This design comes from an exercise in tuning for a short achievable clock period, few clock cycles and low power on the open sky130 flow, not from production work. RTL that was checked went through simulation tests only; none was proved equivalent to the original. No activity file was given, so power comes from the tool's default toggle rates.

==> module cpu_top, before the edit <==
module cpu_top #(
        parameter logic [15:0] reset_pc = '0
) (
        input  logic        clk,
        input  logic        reset,
        input  logic        run_n,
        input  logic [15:0] sram_d,
        output logic [15:0] sram_addr,
        output logic [15:0] sram_q,
        output logic        sram_we_n
);
        logic [15:0] pc_q;                        
        logic [15:0] pc;
        logic        e_alu, e_lw, e_sw, e_beq;    
        logic        e_sub, e_nand, e_addi;       
        logic [3:0]  e_dst;
        logic [3:0]  e_imm;
        logic [15:0] op_a, op_b;
        logic        e_c4;                        
        logic [15:0] rf [16];
        logic        clr;                         
        logic        e_mem;
        logic [15:0] e_x;
        logic [15:0] alu_res;
        logic [15:0] ea;
        logic        taken;
        assign e_mem = e_lw | e_sw;
        assign e_x   = e_addi ? {12'd0, e_imm} : op_a;
        logic [15:0] sum;
        assign sum = e_x + (op_b ^ {16{e_sub}}) + {15'd0, e_sub};
        assign alu_res = e_nand ? ~(op_a & op_b) : sum;
        logic [3:0]  ea_lo;
        logic [11:0] ea_pre, ea_hi_inc;
        assign ea_lo = op_b[3:0] + e_imm;
        logic [11:0] ea_l0, ea_l1, ea_l2, ea_l3;
        assign ea_l0 = op_b[15:4];
        for (genvar i = 0; i < 12; i++) begin : g_ea_pfx
                assign ea_l1[i] = (i >= 1) ? ea_l0[i] & ea_l0[i-1] : ea_l0[i];
                assign ea_l2[i] = (i >= 2) ? ea_l1[i] & ea_l1[i-2] : ea_l1[i];
                assign ea_l3[i] = (i >= 4) ? ea_l2[i] & ea_l2[i-4] : ea_l2[i];
        end
        assign ea_pre[0] = 1'b1;
        for (genvar i = 1; i < 12; i++) begin : g_ea_pre
                assign ea_pre[i] = (i - 1 >= 8) ? ea_l3[i-1] & ea_l3[i-9] : ea_l3[i-1];
        end
        assign ea_hi_inc = op_b[15:4] ^ ea_pre;
        assign ea = {e_c4 ? ea_hi_inc : op_b[15:4], ea_lo};
        assign taken = e_beq & (op_a == op_b);
        assign sram_addr = e_mem ? ea : pc;
        assign sram_q    = op_a;
        assign sram_we_n = ~e_sw | run_n;
        logic        rf_we;
        logic [15:0] rf_wd;
        assign rf_we = ~run_n & (e_alu | e_lw);
        assign rf_wd = (clr | ~(e_alu | e_lw)) ? 16'd0 : e_lw ? sram_d : alu_res;
        for (genvar i = 0; i < 16; i++) begin : g_rf
                always_ff @(posedge clk) begin
                        if (clr || (rf_we && e_dst == i))
                                rf[i] <= rf_wd;
                end
        end
        always_ff @(posedge clk or negedge reset) begin
                if (!reset)
                        clr <= 1'b1;
                else if (!run_n)
                        clr <= 1'b0;
        end
        logic clr_done;
        always_ff @(posedge clk)
                clr_done <= ~reset;
        logic [3:0]  f_op, f_c, f_b, f_a;
        logic        f_en;
        logic        f_alu, f_lw, f_sw, f_beq, f_jmp, f_bsame, f_redir;
        logic [15:0] f_off, pc_tgt, bt_off, pc_bt;
        logic [3:0]  idx_a;
        logic [15:0] rd_a, rd_b;
        assign f_op = sram_d[15:12];
        assign f_c  = sram_d[11:8];
        assign f_b  = sram_d[7:4];
        assign f_a  = sram_d[3:0];
        assign f_en = ~e_mem & ~taken & ~(clr & ~clr_done);
        assign f_alu = (f_op == 4'd0) | (f_op == 4'd1) | (f_op == 4'd2) | (f_op == 4'd8);
        assign f_sw  = (f_op == 4'd5);
        assign f_lw  = (f_op == 4'd6);
        assign f_beq = (f_op == 4'd14);
        assign f_jmp = (f_op == 4'd15);
        assign f_bsame = f_beq & (f_c == f_b);
        assign f_redir = f_jmp | f_bsame;
        assign f_off  = {f_jmp ? {{4{sram_d[11]}}, sram_d[11:4]} : 12'd0, (f_beq | f_jmp) ? sram_d[3:0] : 4'd0};
        assign pc_tgt = pc + f_off;
        assign bt_off = {{12{e_imm == 4'd0}}, e_imm - 4'd1};
        assign pc_bt  = (pc_q & {16{e_beq}}) + bt_off;
        logic [15:0] pc_pre, pc_inc;
        assign pc_pre[0] = 1'b1;
        for (genvar i = 1; i < 16; i++) begin : g_pc_pre
                assign pc_pre[i] = &pc[i-1:0];
        end
        assign pc_inc = pc ^ pc_pre;
        assign idx_a = (f_sw | f_beq) ? f_c : f_a;
        always_comb begin
                if (e_alu && e_dst == idx_a)
                        rd_a = alu_res;
                else
                        rd_a = rf[idx_a];
                if (e_alu && e_dst == f_b)
                        rd_b = alu_res;
                else
                        rd_b = rf[f_b];
        end
        logic [3:0] f_g, f_o;
        logic       f_c4;
        assign f_g  = rd_b[3:0] & f_a;
        assign f_o  = rd_b[3:0] | f_a;
        assign f_c4 = f_g[3] | (f_o[3] & f_g[2]) | (f_o[3] & f_o[2] & f_g[1])
                    | (f_o[3] & f_o[2] & f_o[1] & f_g[0]);
        logic f_use_a, f_use_b, f_use_dst, f_use_imm, f_ld;
        assign f_use_a   = (f_alu & (f_op != 4'd1)) | f_sw | f_beq;
        assign f_use_b   = f_alu | f_lw | f_sw | f_beq;
        assign f_use_dst = f_alu | f_lw;
        assign f_use_imm = (f_op == 4'd1) | f_lw | f_sw | f_beq;
        assign f_ld      = ~run_n & f_en;
        always_ff @(posedge clk) begin
                if (f_ld & f_use_a)
                        op_a <= rd_a;
                if (f_ld & f_use_b)
                        op_b <= rd_b;
                if (f_ld & f_use_dst)
                        e_dst <= f_c;
                if (f_ld & f_use_imm)
                        e_imm <= f_a;
                if (f_ld & (f_lw | f_sw))
                        e_c4 <= f_c4;
                if (f_ld & f_alu) begin
                        e_sub  <= (f_op == 4'd2);
                        e_nand <= (f_op == 4'd8);
                        e_addi <= (f_op == 4'd1);
                end
        end
        logic e_alu_q, e_lw_q, e_sw_q, e_beq_q;
        always_ff @(posedge clk) begin
                if (!run_n) begin
                        e_alu_q <= f_en & f_alu;
                        e_lw_q  <= f_en & f_lw;
                        e_sw_q  <= f_en & f_sw;
                        e_beq_q <= f_en & f_beq & ~f_bsame;
                end
        end
        assign e_alu = e_alu_q & ~clr;
        assign e_lw  = e_lw_q & ~clr;
        assign e_sw  = e_sw_q & ~clr;
        assign e_beq = e_beq_q & ~clr;
        assign pc = clr ? reset_pc : pc_q;
        always_ff @(posedge clk) begin
                if (!run_n) begin
                        if (taken)
                                pc_q <= pc_bt;
                        else if (f_en & f_redir)
                                pc_q <= pc_tgt;
                        else if (f_en)
                                pc_q <= pc_inc;
                        else if (clr)
                                pc_q <= reset_pc;
                end
        end
endmodule
clock: 9.0 ns
lec_check: 0
cap_margin: 20
core_margin: 2
core_utilization: 50
setup_slack_margin: 5
slew_margin: 20
standard.sh (not shown) runs the stock make flow with config.mk's settings and CLKGATE_MAP_FILE= SYNTH_SCRIPT=/design/flow/synth_recipe.tcl, a recipe that flattens the netlist after the stock synthesis.
==> flow/flow/run.sh <==
#!/bin/bash
# The standard layout (the standard.sh, every step), except for the
# clock tree's settings: no dummy loads, and larger sink clusters.
export CTS_ARGS="-sink_clustering_enable -repair_clock_nets -dont_use_dummy_load -sink_clustering_size 16 -sink_clustering_max_diameter 60 -buf_list {sky130_fd_sc_hd__clkbuf_4 sky130_fd_sc_hd__clkbuf_8}"
bash standard.sh > standard.log 2>&1
Testbench counts at the start, summed over its fixed seeds: cycles 32,260.
Then changed:
--- a/flow/design.v
+++ b/flow/design.v
@@ -86,18 +86,11 @@
         assign alu_res = e_nand ? ~(op_a & op_b) : sum;
         logic [3:0]  ea_lo;
         logic [11:0] ea_pre, ea_hi_inc;
         assign ea_lo = op_b[3:0] + e_imm;
-        logic [11:0] ea_l0, ea_l1, ea_l2, ea_l3;
-        assign ea_l0 = op_b[15:4];
-        for (genvar i = 0; i < 12; i++) begin : g_ea_pfx
-                assign ea_l1[i] = (i >= 1) ? ea_l0[i] & ea_l0[i-1] : ea_l0[i];
-                assign ea_l2[i] = (i >= 2) ? ea_l1[i] & ea_l1[i-2] : ea_l1[i];
-                assign ea_l3[i] = (i >= 4) ? ea_l2[i] & ea_l2[i-4] : ea_l2[i];
-        end
         assign ea_pre[0] = 1'b1;
         for (genvar i = 1; i < 12; i++) begin : g_ea_pre
-                assign ea_pre[i] = (i - 1 >= 8) ? ea_l3[i-1] & ea_l3[i-9] : ea_l3[i-1];
+                assign ea_pre[i] = &op_b[3+i:4];
         end
         assign ea_hi_inc = op_b[15:4] ^ ea_pre;
         assign ea = {e_c4 ? ea_hi_inc : op_b[15:4], ea_lo};
         assign taken = e_beq & (op_a == op_b);
@@ -190,21 +183,21 @@
                         e_nand <= (f_op == 4'd8);
                         e_addi <= (f_op == 4'd1);
                 end
         end
-        logic e_alu_q, e_lw_q, e_sw_q, e_beq_q;
-        always_ff @(posedge clk) begin
-                if (!run_n) begin
-                        e_alu_q <= f_en & f_alu;
-                        e_lw_q  <= f_en & f_lw;
-                        e_sw_q  <= f_en & f_sw;
-                        e_beq_q <= f_en & f_beq & ~f_bsame;
-                end
-        end
-        assign e_alu = e_alu_q & ~clr;
-        assign e_lw  = e_lw_q & ~clr;
-        assign e_sw  = e_sw_q & ~clr;
-        assign e_beq = e_beq_q & ~clr;
+        always_ff @(posedge clk or negedge reset) begin
+                if (!reset) begin
+                        e_alu <= 1'b0;
+                        e_lw  <= 1'b0;
+                        e_sw  <= 1'b0;
+                        e_beq <= 1'b0;
+                end else if (!run_n) begin
+                        e_alu <= f_en & f_alu;
+                        e_lw  <= f_en & f_lw;
+                        e_sw  <= f_en & f_sw;
+                        e_beq <= f_en & f_beq & ~f_bsame;
+                end
+        end
         assign pc = clr ? reset_pc : pc_q;
         always_ff @(posedge clk) begin
                 if (!run_n) begin
                         if (taken)
Via count rose by 1.4%. Utilization shrinks by 1.0 points. Cell count is higher by 0.91%. Design area came out lower by 1.0%. Maximum frequency shrinks by 3.8%. Total power increases by 5.4%. Non-clock buffer count is lower by 37. Critical path depth went up by 4. Wire length rises by 2.9%.
Testbench counts after the change, summed over its fixed seeds: cycles 32,260.


The RTL this note starts from:
==> flow/design.v <==
`default_nettype none
package isa_pkg;
        typedef logic [15:0] word_t;
        typedef logic [3:0] reg_idx_t;
        typedef enum logic [3:0] {
                op_add  = 4'd0,
                op_addi = 4'd1,
                op_sub  = 4'd2,
                op_sw   = 4'd5,
                op_lw   = 4'd6,
                op_nand = 4'd8,
                op_beq  = 4'd14,
                op_jump = 4'd15
        } opcode_t;
        localparam int field_width = 4;
        localparam int opcode_lsb = 12;
        localparam int field_c_lsb = 8;
        localparam int field_b_lsb = 4;
        localparam int field_a_lsb = 0;
        localparam int jump_offset_width = 12;
        localparam int reg_count = 16;
endpackage
`default_nettype wire
`default_nettype none
package core_pkg;
        typedef enum logic [4:0] {
                st_add    = 5'd0,
                st_addi   = 5'd1,
                st_sub    = 5'd2,
                st_sw     = 5'd5,
                st_lw     = 5'd6,
                st_nand   = 5'd8,
                st_beq    = 5'd14,
                st_jump   = 5'd15,
                st_fetch  = 5'd16,
                st_beq2   = 5'd19,
                st_sw2    = 5'd20,
                st_decode = 5'd21,
                st_lw2    = 5'd22,
                st_lw3    = 5'd23,
                st_sw3    = 5'd24,
                st_sw4    = 5'd25,
                st_jump2  = 5'd26,
                st_nop    = 5'd28
        } state_t;
        typedef enum logic [2:0] {
                alu_add  = 3'd0,
                alu_sub  = 3'd1,
                alu_nand = 3'd3
        } alu_op_t;
        localparam logic [15:0] idle_store_data = '1;
endpackage
`default_nettype wire
`timescale 1ns/1ps
`default_nettype none
module cpu_top #(
        parameter logic [15:0] reset_pc = '0
) (
        input  logic        clk,
        input  logic        reset,
        input  logic        run_n,
        input  logic [15:0] sram_d,
        output logic [15:0] sram_addr,
        output logic [15:0] sram_q,
        output logic        sram_we_n
);
        logic [15:0] pc_q;                        
        logic [15:0] pc;
        logic        e_alu, e_lw, e_sw, e_beq;    
        logic        e_sub, e_nand, e_addi;       
        logic [3:0]  e_dst;
        logic [3:0]  e_imm;
        logic [15:0] op_a, op_b;
        logic        e_c4;                        
        logic [15:0] rf [16];
        logic        clr;                         
        logic        e_mem;
        logic [15:0] e_x;
        logic [15:0] alu_res;
        logic [15:0] ea;
        logic        taken;
        assign e_mem = e_lw | e_sw;
        assign e_x   = e_addi ? {12'd0, e_imm} : op_a;
        logic [15:0] sum;
        assign sum = e_x + (op_b ^ {16{e_sub}}) + {15'd0, e_sub};
        assign alu_res = e_nand ? ~(op_a & op_b) : sum;
        logic [3:0]  ea_lo;
        logic [11:0] ea_pre, ea_hi_inc;
        assign ea_lo = op_b[3:0] + e_imm;
        assign ea_pre[0] = 1'b1;
        for (genvar i = 1; i < 12; i++) begin : g_ea_pre
                assign ea_pre[i] = &op_b[3+i:4];
        end
        assign ea_hi_inc = op_b[15:4] ^ ea_pre;
        assign ea = {e_c4 ? ea_hi_inc : op_b[15:4], ea_lo};
        assign taken = e_beq & (op_a == op_b);
        assign sram_addr = e_mem ? ea : pc;
        assign sram_q    = op_a;
        assign sram_we_n = ~e_sw | run_n;
        logic        rf_we;
        logic [15:0] rf_wd;
        assign rf_we = ~run_n & (e_alu | e_lw);
        assign rf_wd = (clr | ~(e_alu | e_lw)) ? 16'd0 : e_lw ? sram_d : alu_res;
        for (genvar i = 0; i < 16; i++) begin : g_rf
                always_ff @(posedge clk) begin
                        if (clr || (rf_we && e_dst == i))
                                rf[i] <= rf_wd;
                end
        end
        always_ff @(posedge clk or negedge reset) begin
                if (!reset)
                        clr <= 1'b1;
                else if (!run_n)
                        clr <= 1'b0;
        end
        logic clr_done;
        always_ff @(posedge clk)
                clr_done <= ~reset;
        logic [3:0]  f_op, f_c, f_b, f_a;
        logic        f_en;
        logic        f_alu, f_lw, f_sw, f_beq, f_jmp, f_bsame, f_redir;
        logic [15:0] f_off, pc_tgt, bt_off, pc_bt;
        logic [3:0]  idx_a;
        logic [15:0] rd_a, rd_b;
        assign f_op = sram_d[15:12];
        assign f_c  = sram_d[11:8];
        assign f_b  = sram_d[7:4];
        assign f_a  = sram_d[3:0];
        assign f_en = ~e_mem & ~taken & ~(clr & ~clr_done);
        assign f_alu = (f_op == 4'd0) | (f_op == 4'd1) | (f_op == 4'd2) | (f_op == 4'd8);
        assign f_sw  = (f_op == 4'd5);
        assign f_lw  = (f_op == 4'd6);
        assign f_beq = (f_op == 4'd14);
        assign f_jmp = (f_op == 4'd15);
        assign f_bsame = f_beq & (f_c == f_b);
        assign f_redir = f_jmp | f_bsame;
        assign f_off  = {f_jmp ? {{4{sram_d[11]}}, sram_d[11:4]} : 12'd0, sram_d[3:0]};
        assign pc_tgt = pc + f_off;
        assign bt_off = {{12{e_imm == 4'd0}}, e_imm - 4'd1};
        assign pc_bt  = (pc_q & {16{e_beq}}) + bt_off;
        logic [15:0] pc_pre, pc_inc;
        assign pc_pre[0] = 1'b1;
        for (genvar i = 1; i < 16; i++) begin : g_pc_pre
                assign pc_pre[i] = &pc[i-1:0];
        end
        assign pc_inc = pc ^ pc_pre;
        assign idx_a = (f_sw | f_beq) ? f_c : f_a;
        always_comb begin
                if (e_alu && e_dst == idx_a)
                        rd_a = alu_res;
                else
                        rd_a = rf[idx_a];
                if (e_alu && e_dst == f_b)
                        rd_b = alu_res;
                else
                        rd_b = rf[f_b];
        end
        logic [3:0] f_g, f_o;
        logic       f_c4;
        assign f_g  = rd_b[3:0] & f_a;
        assign f_o  = rd_b[3:0] | f_a;
        assign f_c4 = f_g[3] | (f_o[3] & f_g[2]) | (f_o[3] & f_o[2] & f_g[1])
                    | (f_o[3] & f_o[2] & f_o[1] & f_g[0]);
        logic f_use_a, f_use_b, f_use_dst, f_use_imm, f_ld;
        assign f_use_a   = (f_alu & (f_op != 4'd1)) | f_sw | f_beq;
        assign f_use_b   = f_alu | f_lw | f_sw | f_beq;
        assign f_use_dst = f_alu | f_lw;
        assign f_use_imm = (f_op == 4'd1) | f_lw | f_sw | f_beq;
        assign f_ld      = ~run_n & f_en;
        always_ff @(posedge clk) begin
                if (f_ld & f_use_a)
                        op_a <= rd_a;
                if (f_ld & f_use_b)
                        op_b <= rd_b;
                if (f_ld & f_use_dst)
                        e_dst <= f_c;
                if (f_ld & f_use_imm)
                        e_imm <= f_a;
                if (f_ld & (f_lw | f_sw))
                        e_c4 <= f_c4;
                if (f_ld & f_alu) begin
                        e_sub  <= (f_op == 4'd2);
                        e_nand <= (f_op == 4'd8);
                        e_addi <= (f_op == 4'd1);
                end
        end
        always_ff @(posedge clk or negedge reset) begin
                if (!reset) begin
                        e_alu <= 1'b0;
                        e_lw  <= 1'b0;
                        e_sw  <= 1'b0;
                        e_beq <= 1'b0;
                end else if (!run_n) begin
                        e_alu <= f_en & f_alu;
                        e_lw  <= f_en & f_lw;
                        e_sw  <= f_en & f_sw;
                        e_beq <= f_en & f_beq & ~f_bsame;
                end
        end
        assign pc = clr ? reset_pc : pc_q;
        always_ff @(posedge clk) begin
                if (!run_n) begin
                        if (taken)
                                pc_q <= pc_bt;
                        else if (f_en & f_redir)
                                pc_q <= pc_tgt;
                        else if (f_en)
                                pc_q <= pc_inc;
                        else if (clr)
                                pc_q <= reset_pc;
                end
        end
endmodule
`default_nettype wire
export LEC_CHECK = 0
export CAP_MARGIN = 20
export CORE_MARGIN = 2
export CORE_UTILIZATION = 50
export SETUP_SLACK_MARGIN = 5
export SLEW_MARGIN = 20
create_clock -name core_clock -period 9.0 [get_ports {clk}]
Scripts as last shown in full above: flow/flow/run.sh
Change:
--- a/flow/design.v
+++ b/flow/design.v
@@ -71,7 +71,6 @@
         logic [3:0]  e_dst;
         logic [3:0]  e_imm;
         logic [15:0] op_a, op_b;
-        logic        e_c4;                        
         logic [15:0] rf [16];
         logic        clr;                         
         logic        e_mem;
@@ -84,15 +83,24 @@
         logic [15:0] sum;
         assign sum = e_x + (op_b ^ {16{e_sub}}) + {15'd0, e_sub};
         assign alu_res = e_nand ? ~(op_a & op_b) : sum;
-        logic [3:0]  ea_lo;
-        logic [11:0] ea_pre, ea_hi_inc;
-        assign ea_lo = op_b[3:0] + e_imm;
+        logic [3:0]  ea_g, ea_p;
+        logic [4:0]  ea_c;
+        logic [11:0] ea_pre;
+        assign ea_g = op_b[3:0] & e_imm;
+        assign ea_p = op_b[3:0] ^ e_imm;
+        assign ea_c[0] = 1'b0;
+        assign ea_c[1] = ea_g[0];
+        assign ea_c[2] = ea_g[1] | (ea_p[1] & ea_g[0]);
+        assign ea_c[3] = ea_g[2] | (ea_p[2] & ea_g[1]) | (ea_p[2] & ea_p[1] & ea_g[0]);
+        assign ea_c[4] = ea_g[3] | (ea_p[3] & ea_g[2]) | (ea_p[3] & ea_p[2] & ea_g[1])
+                       | (ea_p[3] & ea_p[2] & ea_p[1] & ea_g[0]);
         assign ea_pre[0] = 1'b1;
         for (genvar i = 1; i < 12; i++) begin : g_ea_pre
                 assign ea_pre[i] = &op_b[3+i:4];
         end
+        logic [11:0] ea_hi_inc;
         assign ea_hi_inc = op_b[15:4] ^ ea_pre;
-        assign ea = {e_c4 ? ea_hi_inc : op_b[15:4], ea_lo};
+        assign ea = {ea_c[4] ? ea_hi_inc : op_b[15:4], ea_p ^ ea_c[3:0]};
         assign taken = e_beq & (op_a == op_b);
         assign sram_addr = e_mem ? ea : pc;
         assign sram_q    = op_a;
@@ -155,12 +163,6 @@
                 else
                         rd_b = rf[f_b];
         end
-        logic [3:0] f_g, f_o;
-        logic       f_c4;
-        assign f_g  = rd_b[3:0] & f_a;
-        assign f_o  = rd_b[3:0] | f_a;
-        assign f_c4 = f_g[3] | (f_o[3] & f_g[2]) | (f_o[3] & f_o[2] & f_g[1])
-                    | (f_o[3] & f_o[2] & f_o[1] & f_g[0]);
         logic f_use_a, f_use_b, f_use_dst, f_use_imm, f_ld;
         assign f_use_a   = (f_alu & (f_op != 4'd1)) | f_sw | f_beq;
         assign f_use_b   = f_alu | f_lw | f_sw | f_beq;
@@ -176,8 +178,6 @@
                         e_dst <= f_c;
                 if (f_ld & f_use_imm)
                         e_imm <= f_a;
-                if (f_ld & (f_lw | f_sw))
-                        e_c4 <= f_c4;
                 if (f_ld & f_alu) begin
                         e_sub  <= (f_op == 4'd2);
                         e_nand <= (f_op == 4'd8);
Outcome:
- via count fell by 1.7%
- wire length fell by 1.7%
- cell area drops by 7.5%
- core utilization falls by 4.7 points
- die area goes up by 0.59%
- clock-buffer cell count came out lower by 2
- clock skew falls by 0.10 ns
Function was not checked in any run of this note: the RTL went through the layout flow alone.

-- what the ideal ports hide --
No port has a modelled driver above. Below, the same layouts with a new extraction and two added sets of constraints. Step 1 sets driving cells, clkbuf_16 on the clock port and buf_2 on the other inputs (assumed; they add their load-dependent delay and slew). Step 2 times the ports against the registers' clock, not the clock port: input delays grow and output delays shrink by t, the midpoint of the rising clock arrivals with the driver on. a / b / c = ideal / step 1 / step 2; a / b = the first two.
run	t (ns)	slack for setup (ns)	worst setup path after step 2	worst slew at a driven data input, ns
the first run of note 1	0.647	4.908 / 4.859 / 4.384	input to register	0.08
the second run of note 1	0.651	4.745 / 4.693 / 4.387	input to register	0.06
the first run of note 2	0.650	4.780 / 4.730 / 4.319	input to register	0.15
the second run of note 2	0.659	4.391 / 4.343 / 4.479	input to register	0.08
After both steps setup and hold are still met in every run listed. For the first run of note 1, which loses most, drivers alone change the setup slack by -0.049 ns; drivers and shift together by -0.524 ns.
